This design comes from an exercise in tuning for small area, a short achievable clock period and few clock cycles per item on the open sky130 flow, not from production work. In this exercise RTL edits were held to simulation tests only and were not proved equivalent to the original. No activity file was given, so power comes from the tool's default toggle rates.

### design/flow/config.mk
export PLATFORM = sky130hd
export DESIGN_NAME = lc4_pipeline
export DESIGN_NICKNAME = lc4_pipeline
export VERILOG_FILES = /design/flow/design.v
export SDC_FILE = /design/flow/constraint.sdc
export NUM_CORES = 4
export LEC_CHECK = 0
export CAP_MARGIN = 20
export CORE_MARGIN = 2
export CORE_UTILIZATION = 40
export SLEW_MARGIN = 20
### design/flow/constraint.sdc
create_clock -name core_clock -period 7.0 [get_ports {gwe}]
set_input_delay 1.4000 -clock core_clock [delete_from_list [all_inputs] [get_ports {gwe}]]
set_output_delay 1.4000 -clock core_clock [all_outputs]
set_load 0.01 [all_outputs]
### design/flow/design.v
`timescale 1ns/10ps
`default_nettype none
package lc4_pkg;
   typedef logic [15:0] word_t;
   typedef logic [2:0]  reg_idx_t;
   typedef logic [2:0]  nzp_t;
   localparam word_t RESET_PC = 16'h8200;
   typedef enum logic [3:0] {
      OP_NOP     = 4'b0000,    
      OP_ARITH   = 4'b0001,
      OP_LOGIC   = 4'b0101,
      OP_LDR     = 4'b0110,
      OP_STR     = 4'b0111,
      OP_CONST   = 4'b1001,
      OP_HICONST = 4'b1101
   } opcode_e;
   typedef enum logic [3:0] {
      ALU_ADD       = 4'd0,
      ALU_MUL       = 4'd1,
      ALU_SUB       = 4'd2,
      ALU_AND       = 4'd3,
      ALU_NOT       = 4'd4,
      ALU_OR        = 4'd5,
      ALU_XOR       = 4'd6,
      ALU_PASS_IMM9 = 4'd7,
      ALU_HICONST   = 4'd8,
      ALU_ADDR6     = 4'd9    
   } alu_op_e;
   typedef enum logic [1:0] {
      STALL_NONE     = 2'd0,
      STALL_FLUSH    = 2'd2,    
      STALL_LOAD_USE = 2'd3
   } stall_e;
   localparam logic [1:0] BYP_REG = 2'd0;
   localparam logic [1:0] BYP_MX  = 2'd1;
   localparam logic [1:0] BYP_WX  = 2'd2;
   typedef struct packed {
      reg_idx_t r1sel;
      logic     r1re;
      reg_idx_t r2sel;
      logic     r2re;
      reg_idx_t wsel;
      logic     regfile_we;
      logic     nzp_we;
      logic     is_load;
      logic     is_store;
      alu_op_e  alu_op;
   } ctrl_t;
   typedef struct packed {
      word_t  pc;
      word_t  insn;
      stall_e stall;
      ctrl_t  ctrl;
   } stage_t;
   typedef struct packed {
      stall_e   stall;
      word_t    pc;
      word_t    insn;
      logic     regfile_we;
      reg_idx_t wsel;
      word_t    wdata;
      logic     nzp_we;
      nzp_t     nzp_bits;
      logic     dmem_we;
      word_t    dmem_addr;
      word_t    dmem_data;
   } trace_t;
endpackage
`default_nettype wire
`timescale 1ns/10ps
`default_nettype none
module lc4_decoder (
   input  wire  lc4_pkg::word_t i_insn,
   output lc4_pkg::ctrl_t       o_ctrl
);
   lc4_pkg::opcode_e op;
   lc4_pkg::ctrl_t   c;
   always_comb begin
      op = lc4_pkg::opcode_e'(i_insn[15:12]);
      c       = '0;
      c.r1sel = i_insn[8:6];
      c.r2sel = i_insn[2:0];
      c.wsel  = i_insn[11:9];
      case (op)
         lc4_pkg::OP_ARITH: begin
            if (i_insn[5:3] != 3'b011) begin
               c.r1re       = 1'b1;
               c.r2re       = !i_insn[5];
               c.regfile_we = 1'b1;
               c.nzp_we     = 1'b1;
               case (i_insn[5:3])
                  3'b001:  c.alu_op = lc4_pkg::ALU_MUL;
                  3'b010:  c.alu_op = lc4_pkg::ALU_SUB;
                  default: c.alu_op = lc4_pkg::ALU_ADD;    
               endcase
            end
         end
         lc4_pkg::OP_LOGIC: begin
            c.r1re       = 1'b1;
            c.r2re       = !i_insn[5] && (i_insn[4:3] != 2'b01);
            c.regfile_we = 1'b1;
            c.nzp_we     = 1'b1;
            case (i_insn[5:3])
               3'b001:  c.alu_op = lc4_pkg::ALU_NOT;
               3'b010:  c.alu_op = lc4_pkg::ALU_OR;
               3'b011:  c.alu_op = lc4_pkg::ALU_XOR;
               default: c.alu_op = lc4_pkg::ALU_AND;
            endcase
         end
         lc4_pkg::OP_LDR: begin
            c.r1re       = 1'b1;
            c.regfile_we = 1'b1;
            c.nzp_we     = 1'b1;
            c.is_load    = 1'b1;
            c.alu_op     = lc4_pkg::ALU_ADDR6;
         end
         lc4_pkg::OP_STR: begin
            c.r1re     = 1'b1;
            c.r2sel    = i_insn[11:9];
            c.r2re     = 1'b1;
            c.is_store = 1'b1;
            c.alu_op   = lc4_pkg::ALU_ADDR6;
         end
         lc4_pkg::OP_CONST: begin
            c.regfile_we = 1'b1;
            c.nzp_we     = 1'b1;
            c.alu_op     = lc4_pkg::ALU_PASS_IMM9;
         end
         lc4_pkg::OP_HICONST: begin
            if (i_insn[8]) begin
               c.r1sel      = i_insn[11:9];
               c.r1re       = 1'b1;
               c.regfile_we = 1'b1;
               c.nzp_we     = 1'b1;
               c.alu_op     = lc4_pkg::ALU_HICONST;
            end
         end
         default: c = c;
      endcase
      o_ctrl = c;
   end
endmodule
`default_nettype wire
`timescale 1ns/10ps
`default_nettype none
module lc4_regfile (
   input  wire                    gwe,
   input  wire                    i_rst_n,
   input  wire  lc4_pkg::reg_idx_t i_rs,
   input  wire  lc4_pkg::reg_idx_t i_rt,
   input  wire  lc4_pkg::reg_idx_t i_rd,
   input  wire  lc4_pkg::word_t   i_wdata,
   input  wire                    i_rd_we,
   output lc4_pkg::word_t         o_rs_data,
   output lc4_pkg::word_t         o_rt_data
);
   lc4_pkg::word_t regs [8];
   always_ff @(posedge gwe or negedge i_rst_n) begin
      if (!i_rst_n) begin
         for (int i = 0; i < 8; i++) begin
            regs[i] <= '0;
         end
      end else if (i_rd_we) begin
         regs[i_rd] <= i_wdata;
      end
   end
   always_comb begin
      o_rs_data = regs[i_rs];
      o_rt_data = regs[i_rt];
      if (i_rd_we && i_rd == i_rs) begin
         o_rs_data = i_wdata;
      end
      if (i_rd_we && i_rd == i_rt) begin
         o_rt_data = i_wdata;
      end
   end
endmodule
`default_nettype wire
`timescale 1ns/10ps
`default_nettype none
module lc4_alu (
   input  wire  lc4_pkg::alu_op_e i_op,
   input  wire  lc4_pkg::word_t   i_insn,
   input  wire  lc4_pkg::word_t   i_rs_data,
   input  wire  lc4_pkg::word_t   i_rt_data,
   output lc4_pkg::word_t         o_result
);
   lc4_pkg::word_t imm5;
   lc4_pkg::word_t imm6;
   lc4_pkg::word_t imm9;
   lc4_pkg::word_t opnd_b;
   lc4_pkg::word_t prod;
   assign imm5 = {{11{i_insn[4]}}, i_insn[4:0]};
   assign imm6 = {{10{i_insn[5]}}, i_insn[5:0]};
   assign imm9 = {{7{i_insn[8]}}, i_insn[8:0]};
   assign opnd_b = i_insn[5] ? imm5 : i_rt_data;
   assign prod = i_rs_data * i_rt_data;
   always_comb begin
      case (i_op)
         lc4_pkg::ALU_ADD:       o_result = i_rs_data + opnd_b;
         lc4_pkg::ALU_MUL:       o_result = prod;
         lc4_pkg::ALU_SUB:       o_result = i_rs_data - i_rt_data;
         lc4_pkg::ALU_AND:       o_result = i_rs_data & opnd_b;
         lc4_pkg::ALU_NOT:       o_result = ~i_rs_data;
         lc4_pkg::ALU_OR:        o_result = i_rs_data | i_rt_data;
         lc4_pkg::ALU_XOR:       o_result = i_rs_data ^ i_rt_data;
         lc4_pkg::ALU_PASS_IMM9: o_result = imm9;
         lc4_pkg::ALU_HICONST:   o_result = {i_insn[7:0], i_rs_data[7:0]};
         lc4_pkg::ALU_ADDR6:     o_result = i_rs_data + imm6;
         default:                o_result = '0;
      endcase
   end
endmodule
`default_nettype wire
`timescale 1ns/10ps
`default_nettype none
module lc4_hazard (
   input  wire  lc4_pkg::ctrl_t i_ctrl_d,
   input  wire  lc4_pkg::ctrl_t i_ctrl_x,
   input  wire  lc4_pkg::ctrl_t i_ctrl_m,
   input  wire  lc4_pkg::ctrl_t i_ctrl_w,
   output logic [1:0]           o_rs_sel,
   output logic [1:0]           o_rt_sel,
   output logic                 o_stall
);
   logic rs_hit;
   logic rt_hit;
   assign o_rs_sel =
      (i_ctrl_x.r1re && i_ctrl_m.regfile_we && !i_ctrl_m.is_load &&
       i_ctrl_m.wsel == i_ctrl_x.r1sel) ? lc4_pkg::BYP_MX :
      (i_ctrl_x.r1re && i_ctrl_w.regfile_we &&
       i_ctrl_w.wsel == i_ctrl_x.r1sel) ? lc4_pkg::BYP_WX : lc4_pkg::BYP_REG;
   assign o_rt_sel =
      (i_ctrl_x.r2re && i_ctrl_m.regfile_we && !i_ctrl_m.is_load &&
       i_ctrl_m.wsel == i_ctrl_x.r2sel) ? lc4_pkg::BYP_MX :
      (i_ctrl_x.r2re && i_ctrl_w.regfile_we &&
       i_ctrl_w.wsel == i_ctrl_x.r2sel) ? lc4_pkg::BYP_WX : lc4_pkg::BYP_REG;
   assign rs_hit = i_ctrl_d.r1re && i_ctrl_d.r1sel == i_ctrl_x.wsel;
   assign rt_hit = i_ctrl_d.r2re && !i_ctrl_d.is_store && i_ctrl_d.r2sel == i_ctrl_x.wsel;
   assign o_stall = i_ctrl_x.is_load && i_ctrl_x.regfile_we && (rs_hit || rt_hit);
endmodule
`default_nettype wire
`timescale 1ns/10ps
`default_nettype none
module lc4_pipeline #(
   parameter logic [15:0] RESET_PC = 16'h8200
) (
   input  wire         gwe,
   input  wire         i_rst_n,
   output logic [15:0] o_cur_pc,
   input  wire  [15:0] i_cur_insn,
   output logic [15:0] o_dmem_addr,
   output logic        o_dmem_we,
   output logic [15:0] o_dmem_towrite,
   input  wire  [15:0] i_cur_dmem_data,
   output logic [1:0]  o_trace_stall,
   output logic [15:0] o_trace_pc,
   output logic [15:0] o_trace_insn,
   output logic        o_trace_regfile_we,
   output logic [2:0]  o_trace_wsel,
   output logic [15:0] o_trace_wdata,
   output logic        o_trace_nzp_we,
   output logic [2:0]  o_trace_nzp_bits,
   output logic        o_trace_dmem_we,
   output logic [15:0] o_trace_dmem_addr,
   output logic [15:0] o_trace_dmem_data
);
   localparam lc4_pkg::stage_t FLUSH_STAGE =
      {16'h0000, 16'h0000, lc4_pkg::STALL_FLUSH, 19'd0};
   lc4_pkg::word_t  pc_q;
   lc4_pkg::stage_t d_q, x_q, m_q, w_q;
   lc4_pkg::stage_t x_d;
   lc4_pkg::ctrl_t  ctrl_d;
   lc4_pkg::word_t  rs_data_d, rt_data_d;
   lc4_pkg::word_t  x_rs_q, x_rt_q, rs_x, rt_x, alu_x;
   lc4_pkg::word_t  m_alu_q, m_rt_q, store_data_m;
   lc4_pkg::word_t  w_alu_q, w_mem_q, w_addr_q, w_wdata;
   lc4_pkg::nzp_t   w_nzp;
   logic [1:0]      rs_sel, rt_sel;
   logic            hz_stall;
   assign o_cur_pc = pc_q;
   lc4_decoder u_decoder (.i_insn(d_q.insn), .o_ctrl(ctrl_d));
   lc4_regfile u_regfile (
      .gwe(gwe), .i_rst_n(i_rst_n),
      .i_rs(ctrl_d.r1sel), .i_rt(ctrl_d.r2sel),
      .i_rd(w_q.ctrl.wsel), .i_wdata(w_wdata), .i_rd_we(w_q.ctrl.regfile_we),
      .o_rs_data(rs_data_d), .o_rt_data(rt_data_d)
   );
   lc4_hazard u_hazard (
      .i_ctrl_d(ctrl_d), .i_ctrl_x(x_q.ctrl), .i_ctrl_m(m_q.ctrl), .i_ctrl_w(w_q.ctrl),
      .o_rs_sel(rs_sel), .o_rt_sel(rt_sel), .o_stall(hz_stall)
   );
   always_comb begin
      x_d = {d_q.pc, d_q.insn, d_q.stall, ctrl_d};
      if (hz_stall) begin
         x_d.stall = lc4_pkg::STALL_LOAD_USE;
         x_d.ctrl  = '0;
      end
   end
   always_ff @(posedge gwe or negedge i_rst_n) begin
      if (!i_rst_n) begin
         pc_q <= RESET_PC;
         d_q  <= FLUSH_STAGE;
         x_q  <= FLUSH_STAGE;
         m_q  <= FLUSH_STAGE;
         w_q  <= FLUSH_STAGE;
      end else begin
         if (!hz_stall) begin
            pc_q <= pc_q + 16'd1;
            d_q  <= {pc_q, i_cur_insn, lc4_pkg::STALL_NONE, 19'd0};
         end
         x_q <= x_d;
         m_q <= x_q;
         w_q <= m_q;
      end
   end
   assign rs_x = (rs_sel == lc4_pkg::BYP_MX) ? m_alu_q :
                 (rs_sel == lc4_pkg::BYP_WX) ? w_wdata : x_rs_q;
   assign rt_x = (rt_sel == lc4_pkg::BYP_MX) ? m_alu_q :
                 (rt_sel == lc4_pkg::BYP_WX) ? w_wdata : x_rt_q;
   lc4_alu u_alu (
      .i_op(x_q.ctrl.alu_op), .i_insn(x_q.insn),
      .i_rs_data(rs_x), .i_rt_data(rt_x), .o_result(alu_x)
   );
   assign store_data_m = (w_q.ctrl.regfile_we && m_q.ctrl.r2re &&
                          w_q.ctrl.wsel == m_q.ctrl.r2sel) ? w_wdata : m_rt_q;
   assign o_dmem_we      = m_q.ctrl.is_store;
   assign o_dmem_addr    = (m_q.ctrl.is_load || m_q.ctrl.is_store) ? m_alu_q : '0;
   assign o_dmem_towrite = m_q.ctrl.is_store ? store_data_m : '0;
   always_ff @(posedge gwe) begin
      x_rs_q   <= rs_data_d;
      x_rt_q   <= rt_data_d;
      m_alu_q  <= alu_x;
      m_rt_q   <= rt_x;
      w_alu_q  <= m_alu_q;
      w_addr_q <= o_dmem_addr;
      w_mem_q  <= m_q.ctrl.is_load ? i_cur_dmem_data : o_dmem_towrite;
   end
   assign w_wdata = w_q.ctrl.is_load ? w_mem_q : w_alu_q;
   assign w_nzp   = w_wdata[15] ? 3'b100 : (w_wdata == '0) ? 3'b010 : 3'b001;
   assign o_trace_stall      = w_q.stall;
   assign o_trace_pc         = w_q.pc;
   assign o_trace_insn       = w_q.insn;
   assign o_trace_regfile_we = w_q.ctrl.regfile_we;
   assign o_trace_wsel       = w_q.ctrl.wsel;
   assign o_trace_wdata      = w_wdata;
   assign o_trace_nzp_we     = w_q.ctrl.nzp_we;
   assign o_trace_nzp_bits   = w_nzp;
   assign o_trace_dmem_we    = w_q.ctrl.is_store;
   assign o_trace_dmem_addr  = w_addr_q;
   assign o_trace_dmem_data  = w_mem_q;
endmodule
`default_nettype wire
### design/flow/run.sh
#!/bin/bash
# synth_recipe.tcl (not shown) runs the flow's synth.tcl, then flattens the netlist and writes it again
# the make line also repeats each setting of config.mk as NAME=value (left out here)
make -C /OpenROAD-flow-scripts/flow DESIGN_CONFIG=/design/flow/config.mk WORK_HOME=/design/flow/orfs CLKGATE_MAP_FILE= SYNTH_SCRIPT=/design/flow/synth_recipe.tcl finish
==> out/results.ini <==
[clocking]
htreeDepth=2
clkTransAtPathRegs_ns=0.07
cts_buffers=49
cts_tree=yes
cts_sinks=425
clock-root-buffer=clkbuf_16
cts_max_path_buffers=3
clk_latency_ns=0.60

[setup_path]
worst-endpoint-arrival_ns=7.26
rr_worst_depth=27
slowest_delay_ns=0.54
worst_path_max_delay_cell=fa_1
rr_startpoint=w_q[10]
cp-startpoint=w_q[10]
rrSetupSlack_ns=0.20
cp_max_fo=6
end_kind=flop
path_common_cell=fa_1
timing.rr.end=m_alu_q[15]
critPathKind=flop to flop
startpoint_type=flop
cp_data_required_time_ns=7.46

[place]
dp_hpwl_um=58300
gp_congestion=0.961
place.port_buffers=173

[sta]
setup_viol=0
finalHoldViolations=0
min_period_ns=6.80
tightest_slew_ns=1.05
max_freq_mhz=147
relSlewSlack_pct=29.9
finalCritPeriodShare_pct=97.2
finClkSkew_ns=0.0225
finalHoldWorstSlack_ns=0.344
fin_tns_setup_ns=0
final_max_slew_viol_count=0

[synth]
syn_area_per_cell_sq_um=9.53
ys.flop_type=dfrtp_1
synth_warnings=5
syn_nets=2617
syn-cell-area_sq_um=23000
ys_seq_elements=425
seq_area_frac_synth_pct=43.9
synth_cells=2412
synth_cell_type_count=82
synth_edf_count=0
synthArstFlopShare_pct=73.6

[layout]
finalNetCount=2832
n_fill_cell=5263
final_core_util_pct=49.5
final_layout_size_suffix_gt1_share_pct=13.2
syn_to_final_growth_pct=22.0

[routing]
drtPass1Iterations=5
vias=18900
routed_wl_um=80600
viasPerCell=5.51
initialDrtViolationCount=1795
ant_nets=0
drc_errors=0
wl_per_cell_um=23.5

[grt]
antenna_found_initial=0
grt_start_max_net_pins=152
gr-total-overflow=0
grt_usage_pct=27.1
grt_pass1_vias=18900
grt_pass1_wl_um=121000

[floorplanning]
die_area_sq_um=59400
die_h_um=244
core_area_sq_um=56600
io_pins=174
rows=87
fp.dieW_um=244
start_util_pct=40.6

[power_and_ir_drop]
comb_power_share_pct=64.6
p_leak_nw=12.4
seq_power_share_pct=20.6
p_sw_share_pct=45.3
p_sw_mw=8.05
p_per_area_nw_per_um2=634
power.internal_mw=9.72
pwr-share-clk_pct=14.7
peakVddDrop_mv=1.28

[min_path]
hold_path_depth=0
hold_path.startpoint=x_q[45]
hold_end=m_q[45]
hold_class=flop to flop

[outcome]
status=timing/DRC/antenna clean

[flow_run]
maxCapViolations=0

## layer usage
layer	vias up	track usage [%]	routed length, um
met5	-	0	0
met4	0	10.6	3290
met2	700	46.0	39500
li1	8632	-	-
met1	9365	35.0	33100
met3	167	3.55	4730
## worst max-delay path: cells and delay by family, from the launching register on
kind	cells	cell delay [ns]
xor gates and xnor gates	2	0.33
DFF	1	0.45
and+or+nand+nor	2	0.34
buffers and inverters	10	1.11
muxes	1	0.32
adders and majority gates	7	3.31
AOI/OAI and AO/OA	5	0.79
## timing repair
action | 4_1_cts | 5_1_grt
resized for setup | 0 | 23
hold buffers | 0 | 0
buffers inserted | 0 | 15
endpoints found under the setup margin | 0 | 2
## synthesized netlist by cell type (25+ instances only)
| master | instances | area [sq um] |
|---|---|---|
| mux2i_1 | 55 | 551 |
| xor2_1 | 29 | 254 |
| mux2_2 | 52 | 586 |
| ha_1 | 90 | 1130 |
| xnor2_1 | 55 | 482 |
| nand3_1 | 47 | 235 |
| o21ai_0 | 146 | 731 |
| nor2b_1 | 25 | 156 |
| clkbuf_1 | 115 | 432 |
| dfrtp_1 | 307 | 7680 |
| nor3_1 | 28 | 140 |
| inv_1 | 175 | 657 |
| nand2_1 | 349 | 1310 |
| nor2_1 | 226 | 848 |
| dfxtp_1 | 112 | 2240 |
| o22ai_1 | 30 | 188 |
| fa_1 | 81 | 1620 |
| a21oi_1 | 153 | 766 |
## cell type report
type	count	area (sq um)	share of cell area, %
inverter	185	698	2.49
tap	756	946	3.37
timing repair buffer	313	2880	10.3
multi-input combinational	1653	11800	42.0
sequential	425	10100	36.0
antenna	2	5.00	0.0179
clock buffer	71	1400	4.99
clock inverter	21	262	0.933
## registers in the layout (all words and copies together), names as in the netlist
name / count
w_addr_q: 16
pc_q: 16
w_alu_q: 16
x_q: 52
x_rs_q: 16
m_rt_q: 16
m_q: 44
u_regfile.regs: 128
w_q: 40
m_alu_q: 16
x_rt_q: 16
w_mem_q: 16
d_q: 33
## logic make-up after synthesis
logic type,after synthesis,synth area share [%]
simple gates,739,13.8
xor+xnor,91,3.81
fa+ha+maj,171,12.0
compound gates,534,14.8
flops,425,43.9
buf+inv,334,5.73
mux,118,6.02
## worst max-delay path by stage
stage / to / cells after the start
2_1_floorplan: m_alu_q[15] / 27
3_3_place_gp: m_alu_q[15] / 25
3_5_place_dp: m_alu_q[15] / 26
4_1_cts: m_alu_q[15] / 26
5_1_grt: m_alu_q[15] / 26
6_report: m_alu_q[15] / 27
## layout by cell type, fill, tap and decap left out, types with 21 or more instances in the layout
master	netlist	routed
a21oi_1	153	151
buf_4	7	132
clkbuf_16	0	50
clkdlybuf4s50_1	0	172
dfrtp_1	307	306
dfxtp_1	112	112
fa_1	81	80
ha_1	90	90
inv_1	175	173
mux2_2	52	52
mux2i_1	55	51
nand2_1	349	348
nand3_1	47	47
nor2_1	226	224
nor2b_1	25	25
nor3_1	28	21
o21ai_0	146	145
o22ai_1	30	30
xnor2_1	55	53
xor2_1	29	28
## through the flow
stage,setup slack (ns),instances,total power [mW],instance area (sq um)
floorplan,0.0768,2412,10.8,23000
global placement,0.201,3316,14.6,26100
detailed placement,0.186,3316,14.8,26100
CTS,0.165,3408,17.6,27800
global route,-0.0255,3424,19.2,28000
finish,0.196,3426,17.8,28000
## power groups by stage
stage          logic [mW]  clock network (mW)  registers, mW
2_1_floorplan        7.34                   0           3.50
3_3_place_gp         11.0                   0           3.68
3_5_place_dp         11.1                   0           3.70
4_1_cts              11.2                2.68           3.66
5_1_grt              12.6                2.79           3.73
6_report             11.5                2.62           3.67
Testbench counts, summed over its fixed seeds: cycles 16,483, items 16,000.

[port drivers added, routing unchanged]
The results above use ideal ports. As a check the final layout listed here was re-extracted and re-timed, cells and wires unchanged.
Step 1 assumes that a clkbuf_16 drives the clock port and a buf_2 every other input.
Step 2 moves the port delays by t, midway between the first and last clock arrival at a register: inputs arrive t later, outputs are due t later. That takes back most of the time a late clock gives input paths.
a / b / c = ideal ports / drivers / drivers and shift; a / b = the first two.
t (ns): 0.645
slack for setup (ns): 0.196 / 0.196 / 0.196
hold slack, ns: 0.344 / 0.344 / 0.344
worst slew at a driven data input, ns: 0.06
After both steps this run still meets setup and hold. For this run, drivers alone change the setup slack by 0.000 ns; drivers and shift together by 0.000 ns.
